Source: an optimization exercise on an open RTL-to-GDS flow (aim: small area, a short achievable clock period and few clock cycles). Production flows keep margins and buffers that such runs may drop. In this exercise RTL edits were held to simulation tests only and were not proved equivalent to the original. No activity file was given, so power comes from the tool's default toggle rates.

==> design/flow/design.v <==
package rcsd_pkg;
  localparam logic [7:0] UNKNOWN_SYMBOL = 8'd88;
  localparam logic [1:0] PH_COUNT = 2'd0;
  localparam logic [1:0] PH_WIDTH = 2'd1;
  localparam logic [1:0] PH_SYMS  = 2'd2;
  localparam logic [1:0] PH_BITS  = 2'd3;
endpackage
module rcsd_datapath (
  input  logic              clk,
  input  logic              wr_en,
  input  logic [7:0]        wr_data,
  input  logic [7:0]        rd_lo,
  input  logic [7:0]        rd_mid,
  output logic [3:0][7:0]   rd_quarter
);
  logic [255:0][7:0] ring;
  logic [255:0][7:0] rot;
  logic [7:0]        sel_lo;
  logic [7:0]        sel_hi;
  always_ff @(posedge clk) begin
    ring <= {ring[254:0], wr_en ? wr_data : ring[255]};
  end
  assign rot = {ring[1:0], ring[255:2]};
  logic [63:0] sel;
  always_comb begin
    for (int i = 0; i < 64; i++) sel[i] = rd_mid[i / 8] && rd_lo[i % 8];
    for (int g = 0; g < 4; g++) begin
      rd_quarter[g] = '0;
      for (int i = 0; i < 64; i++) begin
        rd_quarter[g] = rd_quarter[g] | (rot[g * 64 + i] & {8{sel[i]}});
      end
    end
  end
endmodule
module rank_code_stream_decoder_unit
#(
  parameter int MAX_SYMBOLS = 255,
  parameter int MAX_WIDTH   = 4
) (
  input  logic       clk,
  input  logic       rst_n,
  input  logic       in_valid,
  output logic       in_ready,
  input  logic [7:0] in_stream_byte,
  output logic       out_valid,
  input  logic       out_ready,
  output logic [7:0] out_symbol,
  output logic       out_unknown_code,
  output logic       out_end_of_frame,
  output logic       out_last
);
  logic [7:0]  ib;
  logic        ib_v;
  logic [7:0]  fb [5];
  logic [4:0]  fgt;
  logic        in_rdy_r;
  logic [1:0]  phase;
  logic [7:0]  cnt;         
  logic [2:0]  wid;         
  logic [3:0]  wmask;       
  logic [7:0]  k1;          
  logic        sym_first;   
  logic [7:0]  ac;          
  logic [7:0]  sl;          
  logic        sl_z;        
  logic        fin;         
  logic [1:0]  zc;          
  logic [7:0]  z1;          
  logic [2:0]  bp;          
  logic        bp_nz;       
  logic [11:1] pw_oh;       
  logic        term_r;      
  logic        a_v;
  logic [7:0]  a_r1;        
  logic        a_big;       
  logic        a_hdr;
  logic        a_slow;
  logic        l1_v;
  logic [7:0]  l1_lo;       
  logic [7:0]  l1_mid;      
  logic [1:0]  l1_hi;       
  logic        l1_known;
  logic        l1_hdr;      
  logic        l1_slow;     
  logic        l1_lastp;
  logic        l2_v;
  logic [3:0][7:0] l2_q;
  logic [3:0]  l2_hi;       
  logic        l2_known;
  logic        l2_hdr;
  logic        l2_slow;
  logic        l2_lastp;
  logic        o_v;
  logic [7:0]  o_sym;
  logic        o_unk;
  logic        o_eof;
  logic        o_last;
  logic        s_v;
  logic [7:0]  s_sym;
  logic        s_unk;
  logic        s_eof;
  logic        s_last;
  logic        tbl_wr;
  logic [3:0][7:0] tbl_quarter;
  rcsd_datapath u_table (
    .clk        (clk),
    .wr_en      (tbl_wr),
    .wr_data    (fb[0]),
    .rd_lo      (l1_lo),
    .rd_mid     (l1_mid),
    .rd_quarter (tbl_quarter)
  );
  function automatic logic ge_lut(input logic [3:0] v, input int t);
    logic [15:0] m;
    for (int i = 0; i < 16; i++) m[i] = (i >= t);
    ge_lut = m[v];
  endfunction
  function automatic logic [2:0] mod8_lut(input logic [2:0] v, input int c);
    logic [7:0][2:0] m;
    for (int i = 0; i < 8; i++) m[i] = 3'((i + c) % 8);
    mod8_lut = m[v];
  endfunction
  logic [35:0] win;
  logic [3:0]  lp    [12];
  logic [3:0]  shp   [12];    
  logic [3:0]  ndp   [12];    
  logic [2:0]  bpp   [12];    
  logic [3:0]  len_f;
  logic [6:0]  off_f;
  logic [3:1]  shge;
  logic [3:1]  ndge;
  logic [2:0]  bp_nxt;
  logic [11:0] pw_nxt;
  logic [7:0]  rank1;       
  logic        tpred;       
  logic        complete;
  always_comb begin
    win   = {4'b0, fb[0], fb[1], fb[2], fb[3]};
    lp[0]  = '0;
    shp[0] = '0;
    ndp[0] = '0;
    bpp[0] = '0;
    for (int p = 1; p < 12; p++) begin
      lp[p] = win[35 - p -: 4] & wmask;
      for (int m = 0; m < 4; m++) begin
        shp[p][m] = ge_lut(lp[p], 8 * m - p);
        ndp[p][m] = ge_lut(lp[p], 8 * m + 1 - p);
      end
      bpp[p] = mod8_lut(lp[p][2:0], p);
    end
    len_f  = '0;
    off_f  = '0;
    shge   = '0;
    ndge   = '0;
    bp_nxt = '0;
    for (int p = 1; p < 12; p++) begin
      if (pw_oh[p]) begin
        len_f  = len_f | lp[p];
        shge   = shge | shp[p][3:1];
        ndge   = ndge | ndp[p][3:1];
        bp_nxt = bp_nxt | bpp[p];
        for (int k = 0; k < 7; k++) begin
          off_f[k] = off_f[k] | win[31 - p - k];
        end
      end
    end
    pw_nxt = {4'b0, 8'b1 << bp_nxt} << wid;
    for (int k = 0; k < 8; k++) begin
      rank1[k] = (len_f == 4'(k)) || ((len_f > 4'(k)) && (k < 7) && off_f[k > 6 ? 6 : k]);
    end
    tpred    = (zc == 2'd1) && !len_f[3] && (rank1 == z1);
    complete = fgt[0] && (!ndge[1] || fgt[1]) && (!ndge[2] || fgt[2]) && (!ndge[3] || fgt[3]);
  end
  logic        slow;
  logic        l2_move;
  logic        l1_move;
  logic        a_move;
  logic        a_free;
  logic        o_free;
  logic        term_l;
  logic        content;
  logic        issue;
  logic        hb;          
  logic [7:0]  c_byte;
  logic [7:0]  w_byte;
  logic        have_c;
  logic        have_w;
  logic        cnt_go;      
  logic        wid_go;      
  logic        sym_go;      
  logic        hdr_final;
  logic        hdr_emit;    
  logic        two_hdr;     
  logic [7:0]  pos;
  logic [3:0]  sh_oh;
  logic        take;
  logic [4:0]  fgt_mid;
  logic [4:0]  fgt_nxt;
  logic [7:0]  tbl_q;
  logic        tbl_z;       
  logic [7:0]  res_sym;
  logic        res_unk;
  logic        res_eof;
  logic        res_last;
  always_comb begin
    slow    = (zc == 2'd2);
    take    = in_valid && in_rdy_r;
    o_free  = !o_v || out_ready;
    l2_move = l2_v && !s_v;
    l1_move = l1_v && (!l2_v || !s_v);
    a_move  = a_v && (!l1_v || l1_move);
    a_free  = !a_v || !l1_v || l1_move;
    pos     = ac - a_r1;
    tbl_q    = '0;
    tbl_z    = 1'b0;
    for (int g = 0; g < 4; g++) begin
      tbl_q = tbl_q | (l2_q[g] & {8{l2_hi[g]}});
      tbl_z = tbl_z | (l2_hi[g] && (l2_q[g] == 8'd0));
    end
    res_sym  = l2_known ? tbl_q : rcsd_pkg::UNKNOWN_SYMBOL;
    res_unk  = !l2_known;
    res_eof  = l2_hdr || (l2_known && tbl_z);
    res_last = res_eof || l2_lastp;
    term_l   = l2_move && l2_slow && !l2_hdr && l2_known && tbl_z;
    hb     = term_r && bp_nz;
    c_byte = hb ? fb[1] : fb[0];
    w_byte = hb ? fb[2] : fb[1];
    have_c = hb ? fgt[1] : fgt[0];
    have_w = hb ? fgt[2] : fgt[1];
    cnt_go = (term_r || phase == rcsd_pkg::PH_COUNT) && have_c && (!a_v || a_move);
    two_hdr = (c_byte != 8'd0) && have_w;
    wid_go = (cnt_go && two_hdr) ||
             (!term_r && phase == rcsd_pkg::PH_WIDTH && fgt[0]);
    sym_go = !term_r && phase == rcsd_pkg::PH_SYMS && fgt[0] && !a_v && (!l1_v || l1_move) &&
             (sym_first || sl_z);
    hdr_final = fin;
    hdr_emit  = sym_go && hdr_final && (wid == 3'd0);
    tbl_wr    = sym_go;
    content = (phase == rcsd_pkg::PH_BITS) && !term_r;
    issue   = content && complete && (slow ? (!a_v && !l1_v && !l2_v) : a_free);
    if (content) begin
      sh_oh = !issue   ? 4'b0001 :
              shge[3]  ? 4'b1000 :
              shge[2]  ? 4'b0100 :
              shge[1]  ? 4'b0010 : 4'b0001;
    end else if (cnt_go) begin
      sh_oh = hb ? (two_hdr ? 4'b1000 : 4'b0100) : (two_hdr ? 4'b0100 : 4'b0010);
    end else if (term_r) begin
      sh_oh = hb ? 4'b0010 : 4'b0001;
    end else begin
      sh_oh = (wid_go || sym_go) ? 4'b0010 : 4'b0001;
    end
    for (int k = 0; k < 5; k++) begin
      fgt_mid[k] = 1'b0;
      for (int s = 0; s < 4; s++) begin
        if (k + s < 5) fgt_mid[k] = fgt_mid[k] | (sh_oh[s] & fgt[(k + s) % 5]);
      end
    end
    fgt_nxt[0] = fgt_mid[0] | ib_v;
    for (int k = 1; k < 5; k++) begin
      fgt_nxt[k] = fgt_mid[k] | (ib_v & fgt_mid[k - 1]);
    end
  end
  always_ff @(posedge clk) begin
    for (int j = 0; j < 5; j++) begin
      logic [7:0] nb;
      nb = '0;
      for (int s = 0; s < 4; s++) begin
        if (sh_oh[s]) begin
          nb = nb | ((j + s < 5 && fgt[(j + s) % 5]) ? fb[(j + s) % 5] : ib);
        end
      end
      fb[j] <= nb;
    end
  end
  always_ff @(posedge clk) begin
    ib <= in_stream_byte;
  end
  always_ff @(posedge clk) begin
    if (!rst_n) begin
      ib_v     <= 1'b0;
      fgt      <= 5'd0;
      in_rdy_r <= 1'b1;
    end else begin
      ib_v     <= take;
      fgt      <= fgt_nxt;
      in_rdy_r <= !(fgt_nxt[4] || (take && fgt_nxt[3]));
    end
  end
  always_ff @(posedge clk) begin
    if (!rst_n) begin
      phase  <= rcsd_pkg::PH_COUNT;
      term_r <= 1'b0;
    end else begin
      term_r <= (issue && tpred && !slow) || term_l;
      if (cnt_go) begin
        phase <= (c_byte == 8'd0) ? rcsd_pkg::PH_COUNT :
                 have_w           ? rcsd_pkg::PH_SYMS : rcsd_pkg::PH_WIDTH;
      end else if (term_r) begin
        phase <= rcsd_pkg::PH_COUNT;
      end else if (wid_go) begin
        phase <= rcsd_pkg::PH_SYMS;
      end else if (sym_go && hdr_final) begin
        phase <= (wid == 3'd0) ? rcsd_pkg::PH_COUNT : rcsd_pkg::PH_BITS;
      end
    end
  end
  always_ff @(posedge clk) begin
    if (cnt_go) begin
      cnt <= c_byte;
    end
    if (wid_go) begin
      wid       <= (cnt_go ? w_byte : fb[0]) > 8'd4 ? 3'd4 : (cnt_go ? w_byte[2:0] : fb[0][2:0]);
      wmask     <= (cnt_go ? w_byte : fb[0]) > 8'd3 ? 4'b1111 :
                   4'((5'b1 << (cnt_go ? w_byte[1:0] : fb[0][1:0])) - 5'd1);
      k1        <= 8'd1;
      fin       <= ((cnt_go ? c_byte : cnt) == 8'd1);
      sym_first <= 1'b1;
      zc        <= 2'd0;
    end else if (sym_go) begin
      k1        <= k1 + 8'd1;
      fin       <= (k1 + 8'd1 == cnt);
      sym_first <= 1'b0;
      if (fb[0] == 8'd0) begin
        if (zc == 2'd0) z1 <= k1;
        if (zc != 2'd2) zc <= zc + 2'd1;
      end
    end
    if (sym_go && sym_first) begin
      ac   <= 8'd0;
      sl   <= 8'd0;
      sl_z <= 1'b1;
    end else begin
      ac   <= ac + 8'd1;
      sl   <= sl + 8'(!sym_go);
      sl_z <= sym_go ? (sl == 8'd0) : (sl == 8'd255);
    end
    if (sym_go && hdr_final) begin
      bp    <= 3'd0;
      bp_nz <= 1'b0;
      pw_oh <= 11'b1 << (wid - 3'd1);
    end else if (issue) begin
      bp    <= bp_nxt;
      bp_nz <= (bp_nxt != 3'd0);
      pw_oh <= pw_nxt[11:1];
    end
  end
  always_ff @(posedge clk) begin
    if (!rst_n) begin
      a_v <= 1'b0;
    end else if (hdr_emit || issue) begin
      a_v <= 1'b1;
    end else if (a_move) begin
      a_v <= 1'b0;
    end
  end
  always_ff @(posedge clk) begin
    if (hdr_emit || issue) begin
      a_r1   <= hdr_emit ? 8'd1 : rank1;
      a_big  <= !hdr_emit && len_f[3];
      a_hdr  <= hdr_emit;
      a_slow <= !hdr_emit && slow;
    end
  end
  always_ff @(posedge clk) begin
    if (!rst_n) begin
      l1_v <= 1'b0;
    end else if (a_move) begin
      l1_v <= 1'b1;
    end else if (l1_move) begin
      l1_v <= 1'b0;
    end
  end
  always_ff @(posedge clk) begin
    if (a_move) begin
      l1_lo    <= 8'b1 << pos[2:0];
      l1_mid   <= 8'b1 << pos[5:3];
      l1_hi    <= pos[7:6];
      l1_known <= !a_big && (a_r1 <= cnt);
      l1_hdr   <= a_hdr;
      l1_slow  <= a_slow;
      l1_lastp <= (bp == 3'd0) || ndge[1];
    end else begin
      l1_lo <= {l1_lo[6:0], l1_lo[7]};
      if (l1_lo[7]) begin
        l1_mid <= {l1_mid[6:0], l1_mid[7]};
        if (l1_mid[7]) l1_hi <= l1_hi + 2'd1;
      end
    end
  end
  always_ff @(posedge clk) begin
    if (!rst_n) begin
      l2_v <= 1'b0;
    end else if (l1_move) begin
      l2_v <= 1'b1;
    end else if (l2_move) begin
      l2_v <= 1'b0;
    end
  end
  always_ff @(posedge clk) begin
    if (l1_move) begin
      l2_q     <= tbl_quarter;
      l2_hi    <= 4'b1 << l1_hi;
      l2_known <= l1_known;
      l2_hdr   <= l1_hdr;
      l2_slow  <= l1_slow;
      l2_lastp <= l1_lastp;
    end
  end
  always_ff @(posedge clk) begin
    if (!rst_n) begin
      o_v <= 1'b0;
      s_v <= 1'b0;
    end else begin
      if (o_free) begin
        o_v <= s_v || l2_move;
        s_v <= 1'b0;
      end else if (l2_move) begin
        s_v <= 1'b1;
      end
    end
  end
  always_ff @(posedge clk) begin
    if (o_free) begin
      o_sym  <= s_v ? s_sym  : res_sym;
      o_unk  <= s_v ? s_unk  : res_unk;
      o_eof  <= s_v ? s_eof  : res_eof;
      o_last <= s_v ? s_last : res_last;
    end
    if (!s_v) begin
      s_sym  <= res_sym;
      s_unk  <= res_unk;
      s_eof  <= res_eof;
      s_last <= res_last;
    end
  end
  assign in_ready         = in_rdy_r;
  assign out_valid        = o_v;
  assign out_symbol       = o_sym;
  assign out_unknown_code = o_unk;
  assign out_end_of_frame = o_eof;
  assign out_last         = o_last;
endmodule
==> design/flow/run.sh <==
#!/bin/bash
# synth_recipe.tcl (not shown) runs the flow's synth.tcl, then flattens the netlist and writes it again
# the make line also repeats each setting of config.mk as NAME=value (left out here)
make -C /OpenROAD-flow-scripts/flow DESIGN_CONFIG=/design/flow/config.mk WORK_HOME=/design/flow/orfs CLKGATE_MAP_FILE= SYNTH_SCRIPT=/design/flow/synth_recipe.tcl finish
==> design/flow/config.mk <==
export PLATFORM = sky130hd
export DESIGN_NAME = rank_code_stream_decoder_unit
export DESIGN_NICKNAME = rank_code_stream_decoder_unit
export VERILOG_FILES = /design/flow/design.v
export SDC_FILE = /design/flow/constraint.sdc
export NUM_CORES = 4
export LEC_CHECK = 0
export ABC_CLOCK_PERIOD_IN_PS = 2000
export CAP_MARGIN = 20
export CORE_MARGIN = 2
export CORE_UTILIZATION = 40
export CTS_CLUSTER_DIAMETER = 70
export CTS_CLUSTER_SIZE = 28
export PLACE_DENSITY = 0.75
export SETUP_SLACK_MARGIN = 4.0
export SLEW_MARGIN = 20
==> design/flow/constraint.sdc <==
create_clock -name core_clock -period 7.0 [get_ports {clk}]
set_input_delay 1.4000 -clock core_clock [delete_from_list [all_inputs] [get_ports {clk}]]
set_output_delay 1.4000 -clock core_clock [all_outputs]
set_load 0.01 [all_outputs]
==> notes.md, run 1 <==
status=no timing/DRC/antenna violations; Final Power=21.9 mW; CTS root buf=clkbuf_16; hpwl dp=124 mm; Slew @ Worst Pin=1.02 ns; final worst-path cycle share=43.7%; Worst setup EP type=flip-flop; nature of the critical path startpoint=flip-flop; CP top delay family=simple AND/OR/NAND/NOR gates; worst hold stages=0; Largest stage delay, worst path=0.67 ns; Gate power share=6.7%; R2R depth=6; Port Buffers=24; Warnings, synthesis=12; CTS H-tree depth=3; area growth from synthesis to layout=9.67%; post-synthesis sequential area ratio=72.3%; TNS Setup=0 ns; DR vias=44300; clock skew=0.0362 ns; Net Sw Power=5.38 mW; max frequency=327 MHz; P per Cell Area=310 mW/mm²; simple-gate share of the synthesized area=5.59%; Syn Area/Cell=13.3 µm²; DR iter-0 viols=7806; adder-cell area share of the yosys netlist=0.769%; Clk pin slew, worst setup/hold paths=0.10 ns; Internal=16.5 mW; Die Wd=405 µm; Reg-to-Reg Start=l1_mid[3]; Initial Util=40.2%; HP Start=u_table.ring[295]; Worst Hold Class=reg2reg; Finish-stage setup viols=0; internal reg-to-reg setup slack=3.94 ns; Crit-path slowest cell=or4_1; largest net degree at the start of global routing=41; I/O pin cnt=25; first drt pass iteration count=9; Syn Nets=4898; Distinct cells, synth=77; Flop pwr share=61.1%; Worst-Skew Late Latency=0.76 ns; routed length per instance=30.6 µm; CORE AREA=0.160 mm²; post-synthesis mux area share=0.771%; total grt overflow=0; standard-cell rows=147; Nets=4802; post-route minimum period=3.06 ns; Worst EP arrival=3.51 ns; initial antenna violation count=9; Async S/R FF share, synth=0%; static leakage=26.3 nW; Sink Count=2273; top_reg_cell synth=dfxtp_1; ratio of cells with drive above 1 in the final layout=8.28%; EDFF count, synth=103; vias per cell=6.36; WP buf/inv=1; XOR/XNOR Fraction of Synth Area=0.653%; Die Y=405 µm; CP required=7.45 ns; Synth Area in Compound Gates=17.4%; Synth Instances=4847; VDD IR max=0.252 mV; drt total wl=213 mm; Final GP Congestion=0.920; type of the worst setup path=reg2reg; vias in the first global route=41700; largest family of logic cells by synthesized area=compound AO/OA/AOI/OAI gates; max-slew violations=0; Slew HR=31.0%; All-Layer GR Usage=24.9%; Max Buffers Root-to-Sink=3; FF+latch count, synth=2273; first-pass GRT wire length=298 mm; Clk pwr share=32.2%; Reg-to-Reg End=l2_q[14]; Post-route DRC=0; unrepaired setup endpoints after global routing=true; Hold-fix buffers, CTS=0; CTS tree=yes; Final Hold Vio Count=0; tightest hold margin=0.334 ns; max_cap viols=0; Sw Ratio=24.6%; CTS Buf Count=100; ANT nets after route=0; Die ar.=0.164 mm²; WHS Endpoint=u_table.ring[303]; Netlist Area Pre-Place=0.0644 mm²; CP Cell Sequence=and2_2 > buf_6 > a22o_1 > a221oi_1 > nand4_1 > or4_1; CP Max Fanout=27
[what timing repair did]
item | in CTS | in global routing
resized for setup | 97 | 64
pin swaps | 5 | 8
setup endpoints to repair | 146 | 105
buffers inserted | 28 | 33
cloned | 2 | 1
[routing by layer]
| metal | routed length, µm | up-vias | track usage (%) |
|---|---|---|---|
| met5 | 123 | - | 0 |
| met4 | 14800 | 10 | 13.8 |
| met3 | 29800 | 973 | 7.00 |
| met2 | 88200 | 3747 | 36.5 |
| met1 | 80400 | 21500 | 33.0 |
| li1 | - | 18000 | - |
[placed cells by master (no fill, tap or decap), types with 8 or more instances in the layout]
cell type / n
a21oi_1: 40
a221o_1: 8
a221oi_1: 529
a222oi_1: 19
a22o_1: 541
a22oi_1: 20
a31oi_1: 21
and2_1: 13
and2_2: 8
and2_4: 56
and3_1: 10
buf_4: 96
buf_6: 32
clkbuf_1: 9
clkbuf_16: 103
clkdlybuf4s50_1: 11
dfxtp_1: 2156
dfxtp_2: 9
dlygate4sd2_1: 13
edfxtp_1: 103
ha_1: 38
inv_1: 54
mux2i_1: 44
nand2_1: 149
nand2b_1: 15
nand3_1: 50
nand4_1: 143
nor2_1: 119
nor2b_1: 11
nor3_1: 23
nor4_1: 13
o21ai_0: 59
o221ai_1: 10
o22ai_1: 30
o31ai_1: 8
or4_1: 32
xnor2_1: 22
xor2_1: 26
[worst max path at each step]
stage / start / endpoint / cells after the start
floorplan: fb[0][0] / pw_oh[10] / 12
global placement: fb[1][7] / pw_oh[2] / 11
detailed placement: fgt[0] / z1[2] / 5
CTS: l1_mid[5] / l2_q[23] / 6
global route: fb[0][6] / pw_oh[4] / 11
finish: l1_mid[3] / l2_q[14] / 6
[worst reg2reg max path: stages, from the launching register on]
cell and delay (ns):
edfxtp_1 0.54, and2_2 0.38, buf_6 0.33, a22o_1 0.34, a221oi_1 0.34, nand4_1 0.15
or4_1 0.67
[synthesized netlist by cell type, types with 36 or more instances]
master	count	share of area, %
dfxtp_1	2170	67
nand3_1	50	0.39
and2_1	77	0.75
mux2i_1	44	0.68
a221oi_1	531	7.2
nand2_1	151	0.88
nor2_1	121	0.71
inv_1	54	0.31
a22o_1	541	7.4
a21oi_1	42	0.33
o21ai_0	61	0.47
nand4_1	143	1.4
edfxtp_1	103	4.8
clkbuf_1	310	1.8
ha_1	38	0.74
or4_1	36	0.42
[registers in the layout (all words and copies together) (netlist names), 2 cells and up]
signal and cells:
fgt 5, ib 8, zc 2, ac 8
wmask 4, z1 8, l1_mid 8, fb 40
l1_hi 2, o_sym 8, cnt 8, bp 3
k1 8, l1_lo 8, l2_q 32, wid 3
s_sym 8, a_r1 8, pw_oh 11, l2_hi 4
phase 2, sl 8, u_table.ring 2048
[power groups by stage]
stage | clock (mW) | combinational [mW] | sequential, mW
after floorplan | 0 | 0.816 | 13.5
final | 7.05 | 1.45 | 13.4
after CTS | 7.02 | 1.35 | 13.3
after global routing | 7.46 | 1.48 | 13.4
after detailed placement | 0 | 1.32 | 13.6
after global placement | 0 | 1.30 | 13.6
[cell families after synthesis]
family | Yosys count
flops | 2273
xor+xnor | 48
compound gates | 1341
simple gates | 683
buf+inv | 414
mux | 49
fa+ha+maj | 39
[final cells by class]
cell class / instances / area (µm²)
Timing Repair Buffer: 156 / 1360
Fill cell: 14000 / 89600
Sequential cell: 2273 / 46600
Tap cell: 2160 / 2700
Inverter: 57 / 220
Antenna cell: 4 / 10.0
Clock buffer: 116 / 2670
Clock inverter: 30 / 497
Multi-Input combinational cell: 2163 / 16600
[metrics by stage]
step / cells / instance area, µm² / utilization (%) / worst slack (ns)
finish: 6959 / 70600 / 44.1 / 3.94
global route: 6956 / 70600 / 44.1 / 3.88
CTS: 6921 / 70200 / 43.8 / 3.93
detailed placement: 6745 / 66600 / 41.6 / 3.31
global placement: 6745 / 66600 / 41.6 / 3.49
floorplan: 4847 / 64400 / - / 4.02
Testbench counts, summed over its fixed seeds: cycles 22,759.
==> inputs of run 2 (changes only) <==
--- a/design/flow/config.mk
+++ b/design/flow/config.mk
@@ -14,3 +14,3 @@
 export PLACE_DENSITY = 0.75
-export SETUP_SLACK_MARGIN = 4.0
+export SETUP_SLACK_MARGIN = 4.3
 export SLEW_MARGIN = 20
==> run 2 against run 1 <==
  * Setup slack better by 0.081 ns
  * Synthesized cell count unchanged
  * Via count grew 6.8%
  * Clock-buffer cell count rose by 3
  * Sequential cell count unchanged
  * Hold slack better by 0.0016 ns
  * Power down 0.36%
  * Clock power decreased by 6.2%
  * Largest cell class unchanged
  * Largest power group unchanged
==> notes.md, run 2 <==
status=no timing/DRC/antenna violations; max-slew violations=0; CTS tree=yes; Filler cells=13600; Die Y=405 µm; top_reg_cell synth=dfxtp_1; Worst Hold Class=reg2reg; Warnings, synthesis=12; worst hold stages=0; R2R depth=14; P per Cell Area=296 mW/mm²; VDD IR max=0.250 mV; WP buf/inv=5; most common cell after layout, fill and taps aside=dfxtp_1; footprint of the multi-input gates=0.0175 mm²; most frequent cells in the layout=dfxtp_1, a22o_1, a221oi_1; CP Cell Sequence=buf_6 > buf_4 > a22oi_2 > o22ai_1 > a211o_1 > o31ai_4 > buf_4 > nor3b_4 > a22oi_2 > buf_4 > buf_4 > o22ai_2 > nor2_1 > o21ai_0; max frequency=336 MHz; Max Used Layer=met5; most frequent cells after synthesis=dfxtp_1, a22o_1, a221oi_1; Initial Util=40.2%; Distinct cells, synth=77; Slew @ Worst Pin=0.952 ns; Post-route DRC=0; Die ar.=0.164 mm²; total grt overflow=0; standard-cell rows=147; unrepaired setup endpoints after global routing=true; most common cell in the netlist=dfxtp_1; top flop regs=u_table.ring: 2048 flops, fb: 40 flops, l2_q: 32 flops; Reg-to-Reg Start=wmask[1]; vias in the first global route=43100; Port Buffers=24; CTS Buf Count=94; Finish-stage setup viols=0; Non-Filler Instances=7146; post-route minimum period=2.98 ns; All-Layer GR Usage=25.5%; Largest Register=u_table.ring; Clk pin slew, worst setup/hold paths=0.11 ns; Reg-to-Reg End=fb[1][3]; area growth from synthesis to layout=14.4%; Final Power=21.8 mW; FF+latch count, synth=2273; TNS Setup=0 ns; Worst setup EP type=flip-flop; Hold-fix buffers, CTS=0; Netlist Area Pre-Place=0.0644 mm²; Syn Area/Cell=13.3 µm²; Worst EP arrival=3.65 ns; vias per cell=6.62; Crit-path slowest cell=edfxtp_1; first drt pass iteration count=10; largest cells by area after synthesis=dfxtp_1, a22o_1, a221oi_1; initial antenna violation count=20; CP required=7.68 ns; ANT nets after route=0; CTS root buf=clkbuf_16; Worst path depth=14; type of the worst setup path=reg2reg; nature of the critical path startpoint=flip-flop; drt total wl=235 mm; WHS Endpoint=u_table.ring[342]; ratio of cells with drive above 1 in the final layout=14.2%; clock skew=0.0443 ns; I/O pin cnt=25; DP Area=0.0666 mm²; Slew HR=36.5%; Largest stage delay, worst path=0.40 ns; M1 wire length=84.1 mm; routed length per instance=32.9 µm; Async S/R FF share, synth=0%; CP Max Fanout=12; DR vias=47300; Final Util=46.0%; Die Wd=405 µm; EDFF count, synth=103; CP top delay family=compound AO/OA/AOI/OAI gates; HP Start=u_table.ring[334]; CTS H-tree depth=3; Largest register FFs=2048; Worst-Skew Late Latency=0.78 ns; internal reg-to-reg setup slack=4.02 ns; Max Buffers Root-to-Sink=3; Critical Path Source=wmask[1]; hpwl dp=121 mm; Synth Instances=4847; largest net degree at the start of global routing=41; Final GP Congestion=0.907; max_cap viols=0; DR iter-0 viols=9114; static leakage=27.7 nW; first-pass GRT wire length=304 mm; Sink Count=2273; CORE AREA=0.160 mm²; Inst Count DP=6746; Final Hold Vio Count=0; Nets=4986; top cell type by total area after synthesis=dfxtp_1; final worst-path cycle share=42.5%; FF+latch area=0.0466 mm²; cell mode on critical path=buf_4; post-synthesis sequential area ratio=72.3%; top cell type's share of synthesized area=67.5%; Non-Filler Cell Area, Final=0.0737 mm²; Met3 Wirelength=39.9 mm; Syn Nets=4898; met2 wire length=93.2 mm
[run 2: power breakdown]
group | switching, mW | internal (mW)
registers | 0.217 | 13.1
logic | 1.22 | 0.592
clock network | 4.01 | 2.60
total | 5.45 | 16.3
[run 2: worst max-delay path by stage]
stage / endpoint / slack (ns)
floorplan: pw_oh[10] / 4.22
global placement: sl[4] / 3.13
detailed placement: sl[6] / 3.11
CTS: l2_q[8] / 4.15
global route: fb[1][3] / 3.98
finish: fb[1][3] / 4.02
[run 2: per-stage QoR]
stage / hold slack (ns) / worst slack, ns
6_report: 0.336 / 4.02
5_1_grt: 0.346 / 3.98
4_1_cts: 0.342 / 4.15
3_5_place_dp: 0.336 / 3.11
3_3_place_gp: 0.332 / 3.13
2_1_floorplan: 0.331 / 4.22
[run 2: cells by family after synthesis]
group | Yosys count | synth area share, %
DFF | 2273 | 72.3
AOI/OAI and AO/OA | 1341 | 17.4
buffers and inverters | 414 | 2.50
xor gates and xnor gates | 48 | 0.653
muxes | 49 | 0.771
adders and majority gates | 39 | 0.769
and+or+nand+nor | 683 | 5.59
[run 2: repair_timing]
item | 4_1_cts | 5_1_grt
endpoints found under the setup margin | 195 | 138
resized for setup | 327 | 226
buffers inserted | 126 | 96
cloned | 8 | 23
hold endpoints to repair | 0 | 0
pin swaps | 32 | 51
[run 2: cell type report]
class                   instances  share of cell area, %
inverters                      57                  0.301
flip-flops and latches       2273                   63.2
clock inverters                13                  0.224
well taps                    2160                   3.67
repair buffers                341                   5.39
clock buffers                 119                   3.42
multi-input cells            2168                   23.7
diodes                         15                 0.0510
[run 2: metal layers]
metal	GRT usage, %	vias to the layer above
met5	0	-
met2	36.4	4756
li1	-	18400
met1	34.3	22800
met4	12.7	20
met3	8.76	1304
==> inputs of run 3 (changes only) <==
--- a/design/flow/design.v
+++ b/design/flow/design.v
@@ -60,2 +60,4 @@
   logic [3:0]  wmask;       
+  logic [3:0]  wmask_b;     
+  logic [3:0]  wmask_nxt;
   logic [7:0]  k1;          
@@ -71,2 +73,3 @@
   logic [11:1] pw_oh;       
+  logic [11:1] pw_oh_b;     
   logic        term_r;      
@@ -313,4 +316,2 @@
       wid       <= (cnt_go ? w_byte : fb[0]) > 8'd4 ? 3'd4 : (cnt_go ? w_byte[2:0] : fb[0][2:0]);
-      wmask     <= (cnt_go ? w_byte : fb[0]) > 8'd3 ? 4'b1111 :
-                   4'((5'b1 << (cnt_go ? w_byte[1:0] : fb[0][1:0])) - 5'd1);
       k1        <= 8'd1;
@@ -340,3 +341,2 @@
       bp_nz <= 1'b0;
-      pw_oh <= 11'b1 << (wid - 3'd1);
     end else if (issue) begin
@@ -344,3 +344,20 @@
       bp_nz <= (bp_nxt != 3'd0);
-      pw_oh <= pw_nxt[11:1];
+    end
+  end
+  always_comb begin
+    wmask_nxt = (cnt_go ? w_byte : fb[0]) > 8'd3 ? 4'b1111 :
+                4'((5'b1 << (cnt_go ? w_byte[1:0] : fb[0][1:0])) - 5'd1);
+  end
+  always_ff @(posedge clk) begin
+    wmask   <= wid_go ? wmask_nxt : wmask_b;
+    wmask_b <= wid_go ? wmask_nxt : wmask;
+    if (sym_go && hdr_final) begin
+      pw_oh   <= 11'b1 << (wid - 3'd1);
+      pw_oh_b <= 11'b1 << (wid - 3'd1);
+    end else if (issue) begin
+      pw_oh   <= pw_nxt[11:1];
+      pw_oh_b <= pw_nxt[11:1];
+    end else begin
+      pw_oh   <= pw_oh_b;
+      pw_oh_b <= pw_oh;
     end
--- a/design/flow/config.mk
+++ b/design/flow/config.mk
@@ -14,3 +14,3 @@
 export PLACE_DENSITY = 0.75
-export SETUP_SLACK_MARGIN = 4.3
+export SETUP_SLACK_MARGIN = 4.0
 export SLEW_MARGIN = 20
==> run 3 against run 2 <==
  * Clock power up 5.0%
  * Critical path depth down 8
  * Setup slack got worse by 0.12 ns
  * Register-to-register slack worse by 0.12 ns
  * Critical path type unchanged
  * Largest cell class unchanged
  * Highest routed layer unchanged
==> notes.md, run 3 <==
status=no timing/DRC/antenna violations; CTS root buf=clkbuf_16; most common cell in the netlist=dfxtp_1; Initial Util=40.1%; top cell type by total area after synthesis=dfxtp_1; Warnings, synthesis=12; Worst EP arrival=3.52 ns; footprint of the multi-input gates=0.0172 mm²; Sw Ratio=26.6%; Syn Nets=4953; Non-Filler Instances=7029; VDD IR max=0.218 mV; Net Sw Power=6.09 mW; top flop regs=u_table.ring: 2048 flops, fb: 40 flops, l2_q: 32 flops; vias in the first global route=43400; ratio of cells with drive above 1 in the final layout=9.51%; global routing usage on met3=7.57%; Internal=16.8 mW; Finish-stage setup viols=0; Async S/R FF share, synth=0%; Die Y=407 µm; Sink Count=2288; Worst setup EP type=flip-flop; worst slack, placed=3.07 ns; DR vias=45200; Final Util=44.0%; clock skew=0.0554 ns; max-slew violations=0; drt total wl=219 mm; Slew HR=23.4%; FF+latch area=0.0467 mm²; P per Cell Area=321 mW/mm²; largest net degree at the start of global routing=41; Largest Register=u_table.ring; Die Wd=407 µm; EDFF count, synth=88; CTS H-tree depth=3; CTS Buf Count=99; Clk pwr share=30.3%; hpwl dp=126 mm; CP Max Fanout=32; All-Layer GR Usage=25.0%; post-route minimum period=3.09 ns; Die ar.=0.166 mm²; standard-cell rows=148; Distinct cells, synth=92; Top Usage Layer GRT=met2; DR iter-0 viols=7570; Largest register FFs=2048; met1 Use GR=33.0%; nature of the critical path startpoint=flip-flop; vias per cell=6.42; Port Buffers=24; Worst Hold Class=reg2reg; unrepaired setup endpoints after global routing=true; FF+latch count, synth=2288; post-synthesis sequential area ratio=71.7%; Slew @ Worst Pin=1.13 ns; most common cell after layout, fill and taps aside=dfxtp_1; static leakage=26.7 nW; Nets=4857; Final Hold Vio Count=0; total grt overflow=0; Final GP Congestion=0.930; max frequency=323 MHz; top_reg_cell synth=dfxtp_1; ANT nets after route=0; first-pass GRT wire length=307 mm; area growth from synthesis to layout=9.66%; Synth Instances=4902; most frequent cells after synthesis=dfxtp_1, a22o_1, a221oi_1; Clk pin slew, worst setup/hold paths=0.11 ns; Syn Area/Cell=13.3 µm²; Flop pwr share=59.5%; type of the worst setup path=reg2reg; first drt pass iteration count=9; final worst-path cycle share=44.2%; Netlist Area Pre-Place=0.0651 mm²; max_cap viols=0; Gate power share=10.2%; I/O pin cnt=25; CTS tree=yes; routed length per instance=31.2 µm; Post-route DRC=0; TNS Setup=0 ns; GR Util met2=36.7%; Final WS setup=3.91 ns; Worst-Skew Late Latency=0.75 ns; top cell type's share of synthesized area=67.7%; initial antenna violation count=6; Inst Count DP=6813; largest cells by area after synthesis=dfxtp_1, a22o_1, a221oi_1; CP required=7.43 ns; most frequent cells in the layout=dfxtp_1, a22o_1, a221oi_1; Max Buffers Root-to-Sink=3; Filler cells=14300; CORE AREA=0.162 mm²
==> run 3: cell count changes in the layout (fill, tap and decap cells not counted), sizes merged, moves of 16 or more <==
cell / change
mux2: +26
mux2i: -27
a222oi: +21
dfxtp: +30
buf: -177
o22ai: -23
nand2: +30
nor2: -20
o21ai: -16
clkbuf: -18
==> run 3: repair_timing <==
item | CTS | global route
gates resized for setup | 129 | 60
hold buffers | 0 | 0
buffers inserted | 14 | 48
pin swaps | 8 | 15
gates cloned | 5 | 0
setup endpoints to repair | 170 | 108
==> run 3: logic make-up after synthesis <==
| kind of cell | count (synthesis) | share of synthesized area (%) |
|---|---|---|
| multiplexers | 48 | 0.798 |
| AO/OA/AOI/OAI | 1362 | 17.8 |
| XOR/XNOR | 42 | 0.565 |
| buffers and inverters | 417 | 2.53 |
| AND/OR/NAND/NOR | 706 | 5.83 |
| adder cells (fa/ha/maj) | 39 | 0.761 |
| flip-flops | 2288 | 71.7 |
==> run 3: path summary, 6_finish.rpt <==
path                            from            endpoint  slack (ns)  depth (start not counted)
setup / recovery           l1_mid[2]             l2_q[1]        3.91                          6
hold / removal    u_table.ring[1093]  u_table.ring[1101]        0.33                          0
setup reg to reg           l1_mid[2]             l2_q[1]        3.91                          6
hold reg to reg   u_table.ring[1093]  u_table.ring[1101]        0.33                          0
==> run 3: worst max-delay path, cell delays in order, from the launching register on <==
cell and delay (ns):
edfxtp_1 0.56, and2_2 0.27, buf_4 0.38, a22o_1 0.38, a221oi_1 0.26, nand4_1 0.14
or4_1 0.69
==> run 3: metrics by stage <==
stage	instance area, µm²	power (mW)	hold WS [ns]
CTS	70800	22.6	0.342
detailed placement	67300	15.9	0.336
finish	71400	22.9	0.333
global route	71400	23.4	0.345
global placement	67300	15.9	0.332
floorplan	65100	15.0	0.331
==> run 3: power by group through the flow <==
stage | registers, mW | clock network, mW | logic (mW)
6_report | 13.6 | 6.94 | 2.34
5_1_grt | 13.6 | 7.36 | 2.39
4_1_cts | 13.6 | 6.90 | 2.09
3_5_place_dp | 13.9 | 0 | 2.03
3_3_place_gp | 13.9 | 0 | 1.99
2_1_floorplan | 13.7 | 0 | 1.36
==> run 3: cell type report <==
| class | count | share of cell area (%) |
|---|---|---|
| antenna | 4 | 0.0140 |
| clock buffer | 118 | 3.69 |
| timing repair buffer | 158 | 2.01 |
| tap | 2175 | 3.81 |
| clock inverter | 27 | 0.578 |
| multi-input combinational | 2201 | 24.1 |
| inverter | 58 | 0.310 |
| sequential | 2288 | 65.5 |
==> run 3: layer usage <==
| metal | wire length, µm | share of wire (%) |
|---|---|---|
| met2 | 91000 | 41 |
| met4 | 14200 | 6.5 |
| met5 | 21 | 0.0096 |
| met3 | 32100 | 15 |
| met1 | 82100 | 37 |
Testbench counts of run 3, summed over its fixed seeds: cycles 22,759.
==> inputs of run 4 (changes only) <==
--- a/design/flow/design.v
+++ b/design/flow/design.v
@@ -51,6 +51,4 @@
 );
-  logic [7:0]  ib;
-  logic        ib_v;
-  logic [7:0]  fb [5];
-  logic [4:0]  fgt;
+  logic [7:0]  fb [4];
+  logic [3:0]  fgt;
   logic        in_rdy_r;
@@ -60,4 +58,2 @@
   logic [3:0]  wmask;       
-  logic [3:0]  wmask_b;     
-  logic [3:0]  wmask_nxt;
   logic [7:0]  k1;          
@@ -73,3 +69,2 @@
   logic [11:1] pw_oh;       
-  logic [11:1] pw_oh_b;     
   logic        term_r;      
@@ -199,4 +194,4 @@
   logic        take;
-  logic [4:0]  fgt_mid;
-  logic [4:0]  fgt_nxt;
+  logic [3:0]  fgt_mid;
+  logic [3:0]  fgt_nxt;
   logic [7:0]  tbl_q;
@@ -255,11 +250,11 @@
     end
-    for (int k = 0; k < 5; k++) begin
+    for (int k = 0; k < 4; k++) begin
       fgt_mid[k] = 1'b0;
       for (int s = 0; s < 4; s++) begin
-        if (k + s < 5) fgt_mid[k] = fgt_mid[k] | (sh_oh[s] & fgt[(k + s) % 5]);
+        if (k + s < 4) fgt_mid[k] = fgt_mid[k] | (sh_oh[s] & fgt[(k + s) % 4]);
       end
     end
-    fgt_nxt[0] = fgt_mid[0] | ib_v;
-    for (int k = 1; k < 5; k++) begin
-      fgt_nxt[k] = fgt_mid[k] | (ib_v & fgt_mid[k - 1]);
+    fgt_nxt[0] = fgt_mid[0] | take;
+    for (int k = 1; k < 4; k++) begin
+      fgt_nxt[k] = fgt_mid[k] | (take & fgt_mid[k - 1]);
     end
@@ -267,3 +262,3 @@
   always_ff @(posedge clk) begin
-    for (int j = 0; j < 5; j++) begin
+    for (int j = 0; j < 4; j++) begin
       logic [7:0] nb;
@@ -272,3 +267,3 @@
         if (sh_oh[s]) begin
-          nb = nb | ((j + s < 5 && fgt[(j + s) % 5]) ? fb[(j + s) % 5] : ib);
+          nb = nb | ((j + s < 4 && fgt[(j + s) % 4]) ? fb[(j + s) % 4] : in_stream_byte);
         end
@@ -279,13 +274,8 @@
   always_ff @(posedge clk) begin
-    ib <= in_stream_byte;
-  end
-  always_ff @(posedge clk) begin
     if (!rst_n) begin
-      ib_v     <= 1'b0;
-      fgt      <= 5'd0;
+      fgt      <= 4'd0;
       in_rdy_r <= 1'b1;
     end else begin
-      ib_v     <= take;
       fgt      <= fgt_nxt;
-      in_rdy_r <= !(fgt_nxt[4] || (take && fgt_nxt[3]));
+      in_rdy_r <= !fgt_nxt[3];
     end
@@ -316,2 +306,4 @@
       wid       <= (cnt_go ? w_byte : fb[0]) > 8'd4 ? 3'd4 : (cnt_go ? w_byte[2:0] : fb[0][2:0]);
+      wmask     <= (cnt_go ? w_byte : fb[0]) > 8'd3 ? 4'b1111 :
+                   4'((5'b1 << (cnt_go ? w_byte[1:0] : fb[0][1:0])) - 5'd1);
       k1        <= 8'd1;
@@ -341,2 +333,3 @@
       bp_nz <= 1'b0;
+      pw_oh <= 11'b1 << (wid - 3'd1);
     end else if (issue) begin
@@ -344,20 +337,3 @@
       bp_nz <= (bp_nxt != 3'd0);
-    end
-  end
-  always_comb begin
-    wmask_nxt = (cnt_go ? w_byte : fb[0]) > 8'd3 ? 4'b1111 :
-                4'((5'b1 << (cnt_go ? w_byte[1:0] : fb[0][1:0])) - 5'd1);
-  end
-  always_ff @(posedge clk) begin
-    wmask   <= wid_go ? wmask_nxt : wmask_b;
-    wmask_b <= wid_go ? wmask_nxt : wmask;
-    if (sym_go && hdr_final) begin
-      pw_oh   <= 11'b1 << (wid - 3'd1);
-      pw_oh_b <= 11'b1 << (wid - 3'd1);
-    end else if (issue) begin
-      pw_oh   <= pw_nxt[11:1];
-      pw_oh_b <= pw_nxt[11:1];
-    end else begin
-      pw_oh   <= pw_oh_b;
-      pw_oh_b <= pw_oh;
+      pw_oh <= pw_nxt[11:1];
     end
--- a/design/flow/config.mk
+++ b/design/flow/config.mk
@@ -13,3 +13,2 @@
 export CTS_CLUSTER_SIZE = 28
-export PLACE_DENSITY = 0.75
 export SETUP_SLACK_MARGIN = 4.0
==> run 4 against run 3 <==
  * Still clean
  * Wire length increased by 5.5%
  * Global-route usage rose by 2.5 points
  * Register-to-register slack got worse by 0.05 ns
  * Setup slack worse by 0.053 ns
  * Clock skew is 0.019 ns lower
  * Critical path type unchanged
  * Highest routed layer unchanged
==> notes.md, run 4 <==
status=no timing/DRC/antenna violations; drt total wl=232 mm; Worst setup EP type=flip-flop; Finish-stage setup viols=0; Crit-path slowest cell=or4_1; unrepaired setup endpoints after global routing=true; hpwl dp=134 mm; Sw Ratio=26.8%; most common cell after layout, fill and taps aside=dfxtp_1; Final Hold Vio Count=0; Largest register FFs=2048; Largest Register=u_table.ring; largest cells by area after synthesis=dfxtp_1, a22o_1, a221oi_1; Worst EP arrival=3.60 ns; Final Util=44.7%; worst hold stages=0; standard-cell rows=146; ratio of cells with drive above 1 in the final layout=9.57%; Netlist Area Pre-Place=0.0640 mm²; Filler cells=14300; vias in the first global route=42000; CP Max Fanout=29; nature of the critical path startpoint=flip-flop; Synth Instances=4808; vias per cell=6.36; max_cap viols=0; Warnings, synthesis=12; P per Cell Area=329 mW/mm²; Worst-Skew Late Latency=0.78 ns; post-synthesis sequential area ratio=72.2%; max-slew violations=0; CP top delay family=simple AND/OR/NAND/NOR gates; CORE AREA=0.159 mm²; Slew @ Worst Pin=0.979 ns; DR vias=43700; R2R depth=7; TNS Setup=0 ns; post-route minimum period=3.14 ns; CTS H-tree depth=3; most frequent cells after synthesis=dfxtp_1, a22o_1, a221oi_1; Net Sw Power=6.26 mW; final worst-path cycle share=44.9%; I/O pin cnt=25; Die Y=404 µm; type of the worst setup path=reg2reg; Syn Nets=4859; top flop regs=u_table.ring: 2048 flops, fb: 32 flops, l2_q: 32 flops; Clk pwr share=33.2%; Async S/R FF share, synth=0%; CTS Buf Count=107; most common cell in the netlist=dfxtp_1; most frequent cells in the layout=dfxtp_1, a22o_1, a221oi_1; Die Wd=404 µm; Hold-fix buffers, CTS=0; CP Cell Sequence=clkbuf_2 > and2_2 > buf_6 > a22o_1 > a221oi_1 > nand4_1 > or4_1; Gate power share=9.5%; Syn Area/Cell=13.3 µm²; WP buf/inv=2; Worst path depth=7; Sink Count=2255; top_reg_cell synth=dfxtp_1; Distinct cells, synth=84; VDD IR max=0.211 mV; Worst Hold Class=reg2reg; static leakage=26.6 nW; FF+latch count, synth=2255; Largest stage delay, worst path=0.68 ns; Initial Util=40.3%; Clk pin slew, worst setup/hold paths=0.11 ns; DR iter-0 viols=6159; Internal=17.1 mW; Flop pwr share=57.3%; routed length per instance=33.7 µm; total grt overflow=0; clock skew=0.0361 ns; CTS tree=yes; Nets=4787; first drt pass iteration count=9; top cell type's share of synthesized area=67.4%; All-Layer GR Usage=27.5%; Die ar.=0.163 mm²; largest net degree at the start of global routing=41; initial antenna violation count=4; Post-route DRC=0; CTS root buf=clkbuf_16; top cell type by total area after synthesis=dfxtp_1; ANT nets after route=0; EDFF count, synth=103; first-pass GRT wire length=320 mm; CP required=7.46 ns; Max Buffers Root-to-Sink=3; area growth from synthesis to layout=10.9%; Port Buffers=24; Final GP Congestion=0.900; max frequency=318 MHz; Slew HR=34.6%
[run 4: changes by cell type after synthesis, sizes merged, moves of 8 or more]
cell,change
dfxtp,-48
mux2,-27
nand2,-27
o21ai,+25
a21oi,-18
a222oi,-15
edfxtp,+15
a221o,+13
and4,-8
nand2b,+8
nor3,+8
o2111ai,-8
[run 4: final timing paths]
path,start,end,slack [ns]
worst max-delay path,l1_mid[6],l2_q[14],3.86
worst min-delay path,u_table.ring[1788],u_table.ring[1796],0.34
worst max register to register,l1_mid[6],l2_q[14],3.86
worst min register to register,u_table.ring[1788],u_table.ring[1796],0.34
[run 4: layout make-up]
cell class / count / area (µm²) / area share, %
flip-flops and latches: 2255 / 46200 / 65.2
multi-input cells: 2139 / 16600 / 23.4
clock buffers: 125 / 2840 / 4.00
well taps: 2072 / 2590 / 3.66
repair buffers: 172 / 1570 / 2.21
clock inverters: 53 / 875 / 1.23
inverters: 61 / 238 / 0.335
diodes: 2 / 5.00 / 0.00706
[run 4: power by group through the flow]
stage	sequential (mW)	clock, mW	combinational, mW
after floorplan	13.5	0	1.15
after global placement	13.7	0	1.98
after detailed placement	13.7	0	1.99
after CTS	13.4	7.77	2.06
after global routing	13.4	8.25	2.25
final	13.4	7.76	2.21
[run 4: cell families after synthesis]
family	Yosys count	synth area share (%)
fa+ha+maj	39	0.775
simple gates	663	5.47
mux	21	0.337
flops	2255	72.2
xor+xnor	44	0.603
buf+inv	414	2.53
compound gates	1372	18.1
[run 4: layer usage]
| metal | track usage [%] | vias up | share of wire [%] |
|---|---|---|---|
| li1 | - | 18000 | - |
| met1 | 38.4 | 22000 | 41 |
| met2 | 41.3 | 3115 | 43 |
| met3 | 6.77 | 621 | 12 |
| met4 | 9.73 | 2 | 4.2 |
| met5 | 0 | - | 0.0073 |
[run 4: timing repair]
| item | 4_1_cts | 5_1_grt |
|---|---|---|
| endpoints found under the setup margin | 147 | 89 |
| buffers inserted | 33 | 36 |
| resized for setup | 115 | 88 |
| pin swaps | 2 | 20 |
| gates cloned | 0 | 0 |
[run 4: stage by stage]
| step | hold slack, ns | cell area (µm²) | cells | setup slack, ns | total power [mW] |
|---|---|---|---|---|---|
| floorplan | 0.331 | 64000 | 4808 | 4.10 | 14.6 |
| global placement | 0.332 | 66100 | 6630 | 3.14 | 15.6 |
| detailed placement | 0.336 | 66100 | 6630 | 3.09 | 15.6 |
| CTS | 0.340 | 70300 | 6841 | 3.96 | 23.2 |
| global route | 0.346 | 70900 | 6877 | 3.94 | 23.9 |
| finish | 0.336 | 70900 | 6879 | 3.86 | 23.4 |
Testbench counts of run 4, summed over its fixed seeds: cycles 22,751.
==> inputs of run 5 (changes only) <==
--- a/design/flow/design.v
+++ b/design/flow/design.v
@@ -95,7 +95,2 @@
   logic        o_last;
-  logic        s_v;
-  logic [7:0]  s_sym;
-  logic        s_unk;
-  logic        s_eof;
-  logic        s_last;
   logic        tbl_wr;
@@ -206,4 +201,4 @@
     o_free  = !o_v || out_ready;
-    l2_move = l2_v && !s_v;
-    l1_move = l1_v && (!l2_v || !s_v);
+    l2_move = l2_v && o_free;
+    l1_move = l1_v && (!l2_v || o_free);
     a_move  = a_v && (!l1_v || l1_move);
@@ -405,10 +400,4 @@
       o_v <= 1'b0;
-      s_v <= 1'b0;
-    end else begin
-      if (o_free) begin
-        o_v <= s_v || l2_move;
-        s_v <= 1'b0;
-      end else if (l2_move) begin
-        s_v <= 1'b1;
-      end
+    end else if (o_free) begin
+      o_v <= l2_v;
     end
@@ -417,12 +406,6 @@
     if (o_free) begin
-      o_sym  <= s_v ? s_sym  : res_sym;
-      o_unk  <= s_v ? s_unk  : res_unk;
-      o_eof  <= s_v ? s_eof  : res_eof;
-      o_last <= s_v ? s_last : res_last;
-    end
-    if (!s_v) begin
-      s_sym  <= res_sym;
-      s_unk  <= res_unk;
-      s_eof  <= res_eof;
-      s_last <= res_last;
+      o_sym  <= res_sym;
+      o_unk  <= res_unk;
+      o_eof  <= res_eof;
+      o_last <= res_last;
     end
--- a/design/flow/config.mk
+++ b/design/flow/config.mk
@@ -13,2 +13,3 @@
 export CTS_CLUSTER_SIZE = 28
+export PLACE_DENSITY = 0.75
 export SETUP_SLACK_MARGIN = 4.0
==> run 5 against run 4 <==
  * Still clean on timing, DRC and antenna
  * Clock skew up 0.033 ns
  * Utilization down 0.51 points
  * Critical path depth up 3
  * Wire length down 6.7%
  * First-iteration DRC count up 19%
  * Fmax down 0.37%
  * Combinational power down 36%
  * Power down 7.9%
  * Critical path type unchanged
  * Critical endpoint is now fb[0][3]
  * Largest cell class unchanged
==> notes.md, run 5 <==
TNS Setup=0 ns; CP required=7.60 ns; Net Sw Power=5.18 mW; Worst setup EP type=flip-flop; Port Buffers=24; CP Cell Sequence=a222oi_1 > nor2b_1 > a2111oi_4 > a21oi_4 > or3_4 > o21ai_4 > buf_12 > buf_8 > nor2_1 > or3_1; Post-route DRC=0; Largest Register=u_table.ring; static leakage=26.0 nW; Die Y=403 µm; post-route minimum period=3.16 ns; Gate power share=6.6%; CP top delay family=compound AO/OA/AOI/OAI gates; WP buf/inv=2; P per Cell Area=308 mW/mm²; Synth Instances=4762; footprint of the multi-input gates=0.0167 mm²; largest cells by area after synthesis=dfxtp_1, a22o_1, a221oi_1; status=no timing/DRC/antenna violations; Finish-stage setup viols=0; Initial Util=40.2%; FF+latch count, synth=2243; DR iter-0 viols=7303; XOR/XNOR Fraction of Synth Area=0.620%; max-slew violations=0; Async S/R FF share, synth=0%; CTS Buf Count=96; Internal=16.3 mW; VDD IR max=0.212 mV; most frequent cells in the layout=dfxtp_1, a22o_1, a221oi_1; first-pass GRT wire length=302 mm; nature of the critical path startpoint=flip-flop; CORE AREA=0.158 mm²; CP Max Fanout=7; Sw Ratio=24.1%; Slew HR=30.2%; top cell type by total area after synthesis=dfxtp_1; Final GP Congestion=0.920; Largest register FFs=2048; Die ar.=0.162 mm²; ratio of cells with drive above 1 in the final layout=8.92%; DR vias=44200; adder-cell area share of the yosys netlist=0.780%; max frequency=317 MHz; drt total wl=216 mm; Sink Count=2243; Largest stage delay, worst path=0.53 ns; Warnings, synthesis=12; Clk pin slew, worst setup/hold paths=0.10 ns; Crit-path slowest cell=edfxtp_1; area growth from synthesis to layout=9.95%; CTS tree=yes; Syn Area/Cell=13.3 µm²; largest family of logic cells by synthesized area=compound AO/OA/AOI/OAI gates; top_reg_cell synth=dfxtp_1; hpwl dp=118 mm; FF+latch area=0.0460 mm²; Nets=4745; routed length per instance=31.7 µm; CTS root buf=clkbuf_16; Slew @ Worst Pin=1.05 ns; largest net degree at the start of global routing=41; Flop pwr share=62.2%; All-Layer GR Usage=25.5%; Max Buffers Root-to-Sink=3; Non-Filler Instances=6806; internal reg-to-reg setup slack=3.84 ns; Worst EP arrival=3.76 ns; I/O pin cnt=25; Final Util=44.2%; post-synthesis mux area share=0.599%; vias per cell=6.50; Filler cells=13700; top flop regs=u_table.ring: 2048 flops, fb: 32 flops, l2_q: 32 flops; initial antenna violation count=5; most common cell after layout, fill and taps aside=dfxtp_1; CTS H-tree depth=3; Distinct cells, synth=79; simple-gate share of the synthesized area=5.64%; Final Power=21.5 mW; most common cell in the netlist=dfxtp_1; post-synthesis sequential area ratio=72.3%; first drt pass iteration count=7; final worst-path cycle share=45.1%; Die Wd=403 µm; Final Hold Vio Count=0; Inst Count DP=6588; total grt overflow=0; Syn Nets=4813; ANT nets after route=0; Clk pwr share=31.2%; EDFF count, synth=103; top cell type's share of synthesized area=67.4%; unrepaired setup endpoints after global routing=true; Netlist Area Pre-Place=0.0635 mm²; max_cap viols=0; most frequent cells after synthesis=dfxtp_1, a22o_1, a221oi_1; type of the worst setup path=reg2reg; clock skew=0.0688 ns; standard-cell rows=146; Worst-Skew Late Latency=0.77 ns; Synth Area in Compound Gates=17.7%; Worst Hold Class=reg2reg; vias in the first global route=42500
run 5: cell families (layout without fill, tap and decap cells):
logic type | after synthesis | in the layout
flip-flops | 2243 | 2243
AO/OA/AOI/OAI | 1336 | 1338
AND/OR/NAND/NOR | 669 | 669
buffers and inverters | 392 | 360
XOR/XNOR | 45 | 45
adder cells (fa/ha/maj) | 39 | 39
multiplexers | 38 | 38
other | 0 | 2
run 5: metrics by stage:
step	hold WS [ns]	cell area [µm²]	worst slack (ns)
2_1_floorplan	0.331	63600	3.71
4_1_cts	0.307	69400	3.98
3_3_place_gp	0.331	65800	2.19
6_report	0.288	69900	3.84
5_1_grt	0.310	69800	3.74
3_5_place_dp	0.336	65800	2.06
run 5: power groups by stage:
| stage | clock network [mW] | registers (mW) | logic [mW] |
|---|---|---|---|
| detailed placement | 0 | 13.6 | 1.16 |
| global placement | 0 | 13.6 | 1.12 |
| floorplan | 0 | 13.4 | 0.969 |
| finish | 6.71 | 13.4 | 1.41 |
| global route | 7.11 | 13.4 | 1.53 |
| CTS | 6.67 | 13.4 | 1.30 |
run 5: routing by layer:
metal | vias up | global-route usage [%] | share of wire, %
met1 | 21600 | 33.4 | 37
met2 | 3836 | 38.4 | 42
li1 | 17800 | - | -
met3 | 966 | 7.84 | 14
met5 | - | 0 | 0.045
met4 | 8 | 12.3 | 6.4
run 5: cell type report:
cell class	count	share of cell area (%)
repair inverters	1	0.00896
diodes	2	0.00716
flip-flops and latches	2243	65.8
clock buffers	116	3.59
inverters	52	0.297
multi-input cells	2129	23.8
repair buffers	171	2.23
clock inverters	20	0.525
well taps	2072	3.71
run 5: path summary, 6_finish.rpt:
path                      start            endpoint  cells past startpoint
max                    wmask[2]            fb[0][3]                     10
min          u_table.ring[1641]  u_table.ring[1649]                      0
max reg2reg            wmask[2]            fb[0][3]                     10
min reg2reg  u_table.ring[1641]  u_table.ring[1649]                      0
run 5: timing repair:
item                       in CTS  in global routing
setup endpoints to repair     151                 87
gates cloned                    5                  0
setup buffers                  54                 21
pin swaps                      12                 24
resized for setup              95                 79
hold buffers                    0                  0
Testbench counts of run 5, summed over its fixed seeds: cycles 22,751.
==> inputs of run 6 (changes only) <==
--- a/design/flow/design.v
+++ b/design/flow/design.v
@@ -58,2 +58,4 @@
   logic [3:0]  wmask;       
+  logic [3:0]  wmask_b;     
+  logic [3:0]  wmask_nxt;
   logic [7:0]  k1;          
@@ -69,2 +71,3 @@
   logic [11:1] pw_oh;       
+  logic [11:1] pw_oh_b;     
   logic        term_r;      
@@ -301,4 +304,2 @@
       wid       <= (cnt_go ? w_byte : fb[0]) > 8'd4 ? 3'd4 : (cnt_go ? w_byte[2:0] : fb[0][2:0]);
-      wmask     <= (cnt_go ? w_byte : fb[0]) > 8'd3 ? 4'b1111 :
-                   4'((5'b1 << (cnt_go ? w_byte[1:0] : fb[0][1:0])) - 5'd1);
       k1        <= 8'd1;
@@ -328,3 +329,2 @@
       bp_nz <= 1'b0;
-      pw_oh <= 11'b1 << (wid - 3'd1);
     end else if (issue) begin
@@ -332,3 +332,20 @@
       bp_nz <= (bp_nxt != 3'd0);
-      pw_oh <= pw_nxt[11:1];
+    end
+  end
+  always_comb begin
+    wmask_nxt = (cnt_go ? w_byte : fb[0]) > 8'd3 ? 4'b1111 :
+                4'((5'b1 << (cnt_go ? w_byte[1:0] : fb[0][1:0])) - 5'd1);
+  end
+  always_ff @(posedge clk) begin
+    wmask   <= wid_go ? wmask_nxt : wmask_b;
+    wmask_b <= wid_go ? wmask_nxt : wmask;
+    if (sym_go && hdr_final) begin
+      pw_oh   <= 11'b1 << (wid - 3'd1);
+      pw_oh_b <= 11'b1 << (wid - 3'd1);
+    end else if (issue) begin
+      pw_oh   <= pw_nxt[11:1];
+      pw_oh_b <= pw_nxt[11:1];
+    end else begin
+      pw_oh   <= pw_oh_b;
+      pw_oh_b <= pw_oh;
     end
==> run 6 against run 5 <==
  * Still clean on timing, DRC and antenna
  * Setup slack gained 0.14 ns
  * Non-clock buffer count shrank 34
  * Via count shrank 0.45%
  * Critical path type unchanged
  * Critical endpoint is now l2_q[10]
  * Largest power group unchanged
==> notes.md, run 6 <==
first drt pass iteration count=9; routed length per instance=31.4 µm; Distinct cells, synth=87; EDFF count, synth=88; standard-cell rows=146; Sw Ratio=26.5%; Internal=16.9 mW; most common cell after layout, fill and taps aside=dfxtp_1; Largest Register=u_table.ring; Synth Instances=4793; first-pass GRT wire length=300 mm; largest cells by area after synthesis=dfxtp_1, a22o_1, a221oi_1; Worst Hold Class=reg2reg; CTS H-tree depth=3; Worst path depth=6; most frequent cells in the layout=dfxtp_1, a22o_1, a221oi_1; most common cell in the netlist=dfxtp_1; Gate power share=10.9%; Final GP Congestion=0.913; max-slew violations=0; Slew HR=32.7%; Clk pwr share=29.6%; P per Cell Area=329 mW/mm²; Net Sw Power=6.10 mW; Netlist Area Pre-Place=0.0640 mm²; Clk pin slew, worst setup/hold paths=0.10 ns; TNS Setup=0 ns; ratio of cells with drive above 1 in the final layout=9.05%; clock skew=0.0874 ns; FF+latch count, synth=2258; Max Buffers Root-to-Sink=3; worst slack, placed=2.06 ns; All-Layer GR Usage=25.2%; Reg-to-Reg End=l2_q[10]; R2R depth=6; vias in the first global route=42200; total grt overflow=0; Post-route DRC=0; top_reg_cell synth=dfxtp_1; CP required=7.45 ns; WP buf/inv=1; hpwl dp=120 mm; Slew @ Worst Pin=1.01 ns; drt total wl=214 mm; Die Wd=404 µm; Filler cells=13900; Port Buffers=24; top cell type by total area after synthesis=dfxtp_1; crit path capture=l2_q[10]; status=no timing/DRC/antenna violations; vias per cell=6.47; Non-Filler Instances=6805; VDD IR max=0.216 mV; post-synthesis sequential area ratio=72.1%; Final Hold Vio Count=0; CORE AREA=0.159 mm²; static leakage=26.0 nW; Worst-Skew Late Latency=0.79 ns; CTS root buf=clkbuf_16; largest net degree at the start of global routing=41; Worst EP arrival=3.47 ns; Async S/R FF share, synth=0%; max frequency=332 MHz; DP Area=0.0662 mm²; Critical Path Source=l1_mid[3]; Flop pwr share=59.5%; CP Cell Sequence=and2_2 > buf_4 > a22o_1 > a221oi_1 > nand4_1 > or4_1; Largest stage delay, worst path=0.65 ns; Largest register FFs=2048; Inst Count DP=6619; Finish-stage setup viols=0; Reg-to-Reg Start=l1_mid[3]; type of the worst setup path=reg2reg; DR iter-0 viols=8043; DR vias=44000; Nets=4742; final worst-path cycle share=43.0%; post-route minimum period=3.01 ns; area growth from synthesis to layout=9.35%; Initial Util=40.3%; Final WS setup=3.99 ns; FF+latch area=0.0461 mm²; top cell type's share of synthesized area=67.9%; Crit-path slowest cell=or4_1; ANT nets after route=0; footprint of the multi-input gates=0.0168 mm²; Hold-fix buffers, CTS=0; unrepaired setup endpoints after global routing=true; most frequent cells after synthesis=dfxtp_1, a22o_1, a221oi_1; Die Y=404 µm; Die ar.=0.163 mm²; Syn Nets=4844; CTS tree=yes; I/O pin cnt=25; CP top delay family=simple AND/OR/NAND/NOR gates; initial antenna violation count=2; CP Max Fanout=32; Non-Filler Cell Area, Final=0.0699 mm²; Worst setup EP type=flip-flop; CTS Buf Count=99; internal reg-to-reg setup slack=3.99 ns; Syn Area/Cell=13.3 µm²; Warnings, synthesis=12; top flop regs=u_table.ring: 2048 flops, fb: 32 flops, l2_q: 32 flops; nature of the critical path startpoint=flip-flop; max_cap viols=0; tightest hold margin=0.295 ns; Sink Count=2258
run 6: worst min path at each step:
stage,from,depth (start not counted),to,slack (ns)
after CTS,u_table.ring[2010],0,u_table.ring[2018],0.31
after global routing,u_table.ring[1731],0,u_table.ring[1739],0.30
after global placement,u_table.ring[730],0,u_table.ring[738],0.33
after floorplan,u_table.ring[998],0,u_table.ring[1006],0.33
after detailed placement,u_table.ring[853],0,u_table.ring[861],0.34
final,u_table.ring[1626],0,u_table.ring[1634],0.30
run 6: power groups by stage:
stage | Clock, mW | Combinational (mW) | Sequential, mW
6_report | 6.82 | 2.51 | 13.7
5_1_grt | 7.24 | 2.68 | 13.7
4_1_cts | 6.78 | 2.34 | 13.7
3_5_place_dp | 0 | 2.19 | 13.9
3_3_place_gp | 0 | 2.13 | 13.9
2_1_floorplan | 0 | 1.71 | 13.6
run 6: through the flow:
stage / total power [mW] / util (%)
finish: 23.0 / 44.1
global placement: 16.1 / 41.7
detailed placement: 16.1 / 41.7
floorplan: 15.4 / -
CTS: 22.8 / 43.9
global route: 23.6 / 44.1
run 6: timing repair:
item	CTS	global route
cloned	4	1
gates resized for setup	89	72
setup endpoints to repair	186	85
pin swaps	11	11
buffers inserted	20	17
run 6: logic make-up (layout without fill, tap and decap cells):
logic type               Yosys count  in the layout  share of synthesized area (%)
AO/OA/AOI/OAI                   1354           1357                           17.9
AND/OR/NAND/NOR                  660            660                           5.57
multiplexers                      42             42                          0.718
XOR/XNOR                          45             45                          0.616
other                              0              2                              0
buffers and inverters            395            330                           2.41
adder cells (fa/ha/maj)           39             39                          0.775
flip-flops                      2258           2258                           72.1
run 6: metal layers:
| metal | part of all wire, % | global-route usage [%] | vias to the layer above |
|---|---|---|---|
| li1 | - | - | 17800 |
| met1 | 38 | 33.7 | 21600 |
| met2 | 42 | 37.4 | 3711 |
| met3 | 14 | 7.24 | 877 |
| met4 | 6.1 | 11.9 | 2 |
| met5 | 0.0051 | 0 | - |
run 6: layout make-up:
type / count / area share (%)
repair buffers: 137 / 1.77
multi-input cells: 2143 / 24.0
inverters: 51 / 0.301
diodes: 2 / 0.00716
clock buffers: 119 / 3.72
well taps: 2072 / 3.71
clock inverters: 22 / 0.549
repair inverters: 1 / 0.00895
flip-flops and latches: 2258 / 66.0
Testbench counts of run 6, summed over its fixed seeds: cycles 22,751.

==> port drivers added, routing unchanged <==
Ports are ideal in the flow. The routed layouts listed here were re-timed in OpenROAD.
Step 1, drivers: a clkbuf_16 drives clk and a buf_2 each remaining input, both assumed.
Step 2 adds t to the input delays and takes it off the output delays; t is the mean of the earliest and latest rising clock arrival at the registers after step 1. Input paths then give back, and output paths get back, about the clock's delay inside the block.
Three values: ideal, step 1, step 2; two values: the first two.
run | t (ns) | slack for setup (ns) | hold WS [ns] | worst data-port slew with drivers (ns) | pins driven straight from the clock port
run 1 | 0.803 | 3.942 / 3.942 / 3.942 | 0.334 / 0.334 / 0.334 | 0.03 | 1
run 2 | 0.826 | 4.023 / 4.023 / 3.984 | 0.336 / 0.336 / 0.336 | 0.05 | 1
run 3 | 0.785 | 3.908 / 3.908 / 3.908 | 0.333 / 0.333 / 0.333 | 0.08 | 1
run 4 | 0.830 | 3.855 / 3.855 / 3.825 | 0.336 / 0.336 / 0.336 | 0.03 | 1
run 5 | 0.809 | 3.843 / 3.843 / 3.239 | 0.288 / 0.288 / 0.288 | 0.03 | 1
run 6 | 0.816 | 3.988 / 3.988 / 3.294 | 0.295 / 0.295 / 0.295 | 0.03 | 1
After both steps setup and hold are still met in every run listed. The setup slack of run 6, which loses most, moves by 0.000 ns with the drivers and by -0.694 ns with both steps.
